This design comes from an exercise in tuning for small area and a short achievable clock period on the open sky130 flow, not from production work. Function was checked by simulation only, so behaviour that the tests miss may differ from the original. Power is estimated from default activity; no workload was simulated.

red:
Design am_mult_top, start of the top module:
module am_mult_top
(
  input  logic                      clk,
  input  logic                      arst_n,
  input  logic [am_pkg::OP_W-1:0]   a,
  input  logic [am_pkg::OP_W-1:0]   b,
  output logic [am_pkg::PROD_W-1:0] product
);
Size: about 1800 cells after synthesis, about 98 I/O pins, ~23000 um2 of cells after synthesis.
==> flow/config.mk <==
export PLATFORM = sky130hd
export DESIGN_NAME = am_mult_top
export DESIGN_NICKNAME = am_mult_top
export VERILOG_FILES = /design/flow/design.v
export SDC_FILE = /design/flow/constraint.sdc
export NUM_CORES = 4
export LEC_CHECK = 0
export CAP_MARGIN = 20
export CORE_MARGIN = 2
export CORE_UTILIZATION = 65
export CTS_CLUSTER_DIAMETER = 120
export CTS_CLUSTER_SIZE = 22
export SLEW_MARGIN = 20
export SYNTH_HIERARCHICAL = 1
export SYNTH_MINIMUM_KEEP_SIZE = 0
export BUFFER_PORTS_ARGS = -buffer_cell sky130_fd_sc_hd__buf_2
==> flow/constraint.sdc <==
create_clock -name core_clock -period 9.5 [get_ports {clk}]
set_input_delay 1.9000 -clock core_clock [delete_from_list [all_inputs] [get_ports {clk}]]
set_output_delay 1.9000 -clock core_clock [all_outputs]
set_load 0.01 [all_outputs]
standard.sh (not shown) runs the stock make flow with config.mk's settings and CLKGATE_MAP_FILE= SYNTH_SCRIPT=/design/flow/synth_recipe.tcl, a recipe that flattens the netlist after the stock synthesis.
==> flow/flow/run.sh <==
#!/bin/bash
# The standard layout (standard.sh), with one change to how ORFS builds
# it: the ports are buffered with buf_2. buffer_ports otherwise picks a slow
# delay cell (clkdlybuf4s50), which then sits on every output path.
set -euo pipefail
echo 'export BUFFER_PORTS_ARGS = -buffer_cell sky130_fd_sc_hd__buf_2' >> config.mk
bash standard.sh > standard.log 2>&1
red | status: complete | timing, DRC, antenna: pass
## Diff of input files: blue against red
- SLEW_MARGIN: 20 -> 70
- CORE_UTILIZATION: 65 -> 70
- SETUP_SLACK_MARGIN: unset -> 6.3
- CAP_MARGIN: 20 -> 50
==> flow/flow/run.sh <==
#!/bin/bash
# The standard layout, with two changes to how ORFS builds it:
#  - ports are buffered with buf_2 (buffer_ports otherwise picks a slow
#    delay cell, which sits on every output path);
#  - repair_timing aims for 6.3 ns of setup slack at the design's period,
#    so that it sizes the critical paths (the SDC is not changed).
set -euo pipefail
echo 'export BUFFER_PORTS_ARGS = -buffer_cell sky130_fd_sc_hd__buf_2' >> config.mk
echo 'export SETUP_SLACK_MARGIN = 6.3' >> config.mk
bash standard.sh > standard.log 2>&1
[summary]
Post-route worst hold slack, red and blue, lower one = blue.
Between red and blue, the post-synthesis instance total figures differ only marginally.
Of red and blue, the higher overall via count from detail_route belongs to blue.
[compare] base=red new=blue: clock insertion delay at the later pin of the skew report saw little to no change, part of the power in the clock network held steady, hold violation total from the final report held, total detailed-routing wirelength saw an increase, met3 track demand over resource in global routing went up 2.7 points.
Die width: red and blue compared, higher one is red
For green, these inputs were changed with respect to blue:
- CORE_UTILIZATION now 65, was 70
--- outcome ---
[compare] base=blue new=green: first-pass GRT wire length saw a decrease; relative area change from synthesis to final layout saw an increase; minimum clock period after layout saw a decrease. Area of all placed cells without fillers across blue and green: no real change. Re via count: blue was higher than green. Taking blue as the reference, in green sum of internal, switching and leakage power closely matched the old numbers; detailed route wirelength on metal2 down 4.0%. In the tables for blue and green, wire length reads lower with green.

---

Starting RTL as in the previous note.
Design am_mult_top, start of the top module:
module am_mult_top
(
  input  logic                      clk,
  input  logic                      arst_n,
  input  logic [am_pkg::OP_W-1:0]   a,
  input  logic [am_pkg::OP_W-1:0]   b,
  output logic [am_pkg::PROD_W-1:0] product
);
  logic [am_pkg::OP_W-1:0]  a_q;
  logic [am_pkg::NDIG-1:0]  one_q;
  logic [am_pkg::NDIG-1:0]  two_q;
  logic [am_pkg::NDIG-1:0]  neg_q;
  logic                     b23_q;
  logic [am_pkg::CUT_W-1:0] cs_q;
  logic [4:0]               valid;
  always_ff @(posedge clk or negedge arst_n) begin
    if (!arst_n) begin
      valid <= '0;
    end else begin
      valid <= {valid[3:0], 1'b1};
    end
  end
  pp_init_stage ops_i (
    .clk   (clk),
    .a     (a),
    .b     (b),
    .a_q   (a_q),
    .one_q (one_q),
    .two_q (two_q),
    .neg_q (neg_q),
    .b23_q (b23_q)
  );
  csa_row_stage tree_i (
    .clk  (clk),
    .a    (a_q),
    .one  (one_q),
    .two  (two_q),
    .neg  (neg_q),
    .b23  (b23_q),
    .cs_q (cs_q)
  );
  cpa_stage cpa_i (
    .clk     (clk),
    .arst_n  (arst_n),
    .valid   (valid[4]),
    .cs      (cs_q),
    .product (product)
  );
endmodule
==> flow/config.mk <==
export PLATFORM = sky130hd
export DESIGN_NAME = am_mult_top
export DESIGN_NICKNAME = am_mult_top
export VERILOG_FILES = /design/flow/design.v
export SDC_FILE = /design/flow/constraint.sdc
export NUM_CORES = 4
export LEC_CHECK = 0
export CAP_MARGIN = 20
export CORE_MARGIN = 2
export CORE_UTILIZATION = 65
export CTS_CLUSTER_DIAMETER = 120
export CTS_CLUSTER_SIZE = 22
export SLEW_MARGIN = 20
export SYNTH_HIERARCHICAL = 1
export SYNTH_MINIMUM_KEEP_SIZE = 0
export BUFFER_PORTS_ARGS = -buffer_cell sky130_fd_sc_hd__buf_2
export SETUP_SLACK_MARGIN = 6.3
==> flow/constraint.sdc <==
create_clock -name core_clock -period 9.5 [get_ports {clk}]
set_input_delay 1.9000 -clock core_clock [delete_from_list [all_inputs] [get_ports {clk}]]
set_output_delay 1.9000 -clock core_clock [all_outputs]
set_load 0.01 [all_outputs]
==> flow/flow/run.sh <==
#!/bin/bash
# The standard layout, with two changes to how ORFS builds it:
#  - ports are buffered with buf_2 (buffer_ports otherwise picks a slow
#    delay cell, which sits on every output path);
#  - repair_timing aims for 6.3 ns of setup slack at the design's period,
#    so that it sizes the critical paths (the SDC is not changed).
set -euo pipefail
echo 'export BUFFER_PORTS_ARGS = -buffer_cell sky130_fd_sc_hd__buf_2' >> config.mk
echo 'export SETUP_SLACK_MARGIN = 6.3' >> config.mk
bash standard.sh > standard.log 2>&1
Then changed:
==> flow/flow/run.sh (replaced) <==
#!/bin/bash
set -euo pipefail
echo 'export BUFFER_PORTS_ARGS = -buffer_cell sky130_fd_sc_hd__buf_2' >> config.mk
bash standard.sh > standard.log 2>&1
- SETUP_SLACK_MARGIN: 6.3 -> default
Outcome:
- The changed run produced a clean layout
- maximum frequency went down by 3.1%
- final cell count barely changes
- hold slack is about the same
- area after synthesis is unchanged
- clock-buffer cell count is unchanged
- register-to-register slack got worse by 0.10 ns
- total power shrinks by 1.2%
Then changed:
==> flow/flow/run.sh (replaced) <==
#!/bin/bash
# The standard layout (standard.sh), with one change to how ORFS builds
# it: the ports are buffered with buf_1. buffer_ports otherwise picks a slow
# delay cell (clkdlybuf4s50), which then sits on every output path.
set -euo pipefail
echo 'export BUFFER_PORTS_ARGS = -buffer_cell sky130_fd_sc_hd__buf_1' >> config.mk
bash standard.sh > standard.log 2>&1
- BUFFER_PORTS_ARGS: -buffer_cell sky130_fd_sc_hd__buf_2 -> -buffer_cell sky130_fd_sc_hd__buf_1
After rerunning: The new run completed with no timing, DRC or antenna violations; first-iteration DRC count went up by 2.2%; clock power is about the same; total power went down by 0.47%; hold slack degrades by 0.035 ns; final area drops by 0.47%; combinational power drops by about 1%; wire length came out higher by 0.91%; worst setup slack got worse by 0.19 ns; via count came out higher by 1.1%; final cell count stays flat; utilization came out lower by 0.32 points.
Then changed:
==> flow/flow/run.sh (replaced) <==
#!/bin/bash
# The standard layout (standard.sh), with one change to how ORFS builds
# it: the ports are buffered with buf_2. buffer_ports otherwise picks a slow
# delay cell (clkdlybuf4s50), which then sits on every output path.
set -euo pipefail
echo 'export BUFFER_PORTS_ARGS = -buffer_cell sky130_fd_sc_hd__buf_2' >> config.mk
bash standard.sh > standard.log 2>&1
- BUFFER_PORTS_ARGS: -buffer_cell sky130_fd_sc_hd__buf_1 -> -buffer_cell sky130_fd_sc_hd__buf_2
- PLACE_DENSITY: default -> 0.9
Result: The changed run passed the timing, design-rule and antenna checks; cell count is about the same; die area does not change; worst setup slack got worse by 0.25 ns; first-iteration DRC count rises by 26%; power rises by 1.0%; final area rises by 0.54%.

[port drivers added, routing unchanged]
Ports are ideal in the flow. The routed layouts listed here were re-timed in OpenROAD. Step 1: set_driving_cell puts a clkbuf_16 on clk and a buf_2 on each other input, an assumption about the parent block. Step 2 adds t to the input delays and takes it off the output delays; t is the mean of the earliest and latest rising clock arrival at the registers after step 1. Input paths then give back, and output paths get back, about the clock's delay inside the block. Slacks: ideal / step 1 / step 2; pairs: ideal / step 1.
run | shift t [ns] | setup slack, ns | latest minus earliest clock arrival (ns)
red | 0.605 | 6.232 / 6.232 / 6.232 | 0.023 / 0.023
blue | 0.601 | 6.353 / 6.353 / 6.353 | 0.018 / 0.018
green | 0.594 | 6.356 / 6.356 / 6.356 | 0.032 / 0.032
the first run of note 2 | 0.605 | 6.332 / 6.332 / 6.332 | 0.025 / 0.025
the second run of note 2 | 0.605 | 6.232 / 6.232 / 6.232 | 0.023 / 0.023
the third run of note 2 | 0.596 | 6.043 / 6.043 / 6.043 | 0.049 / 0.048
the fourth run of note 2 | 0.597 | 5.793 / 5.793 / 5.793 | 0.033 / 0.033
After both steps every run listed still meets setup and hold.
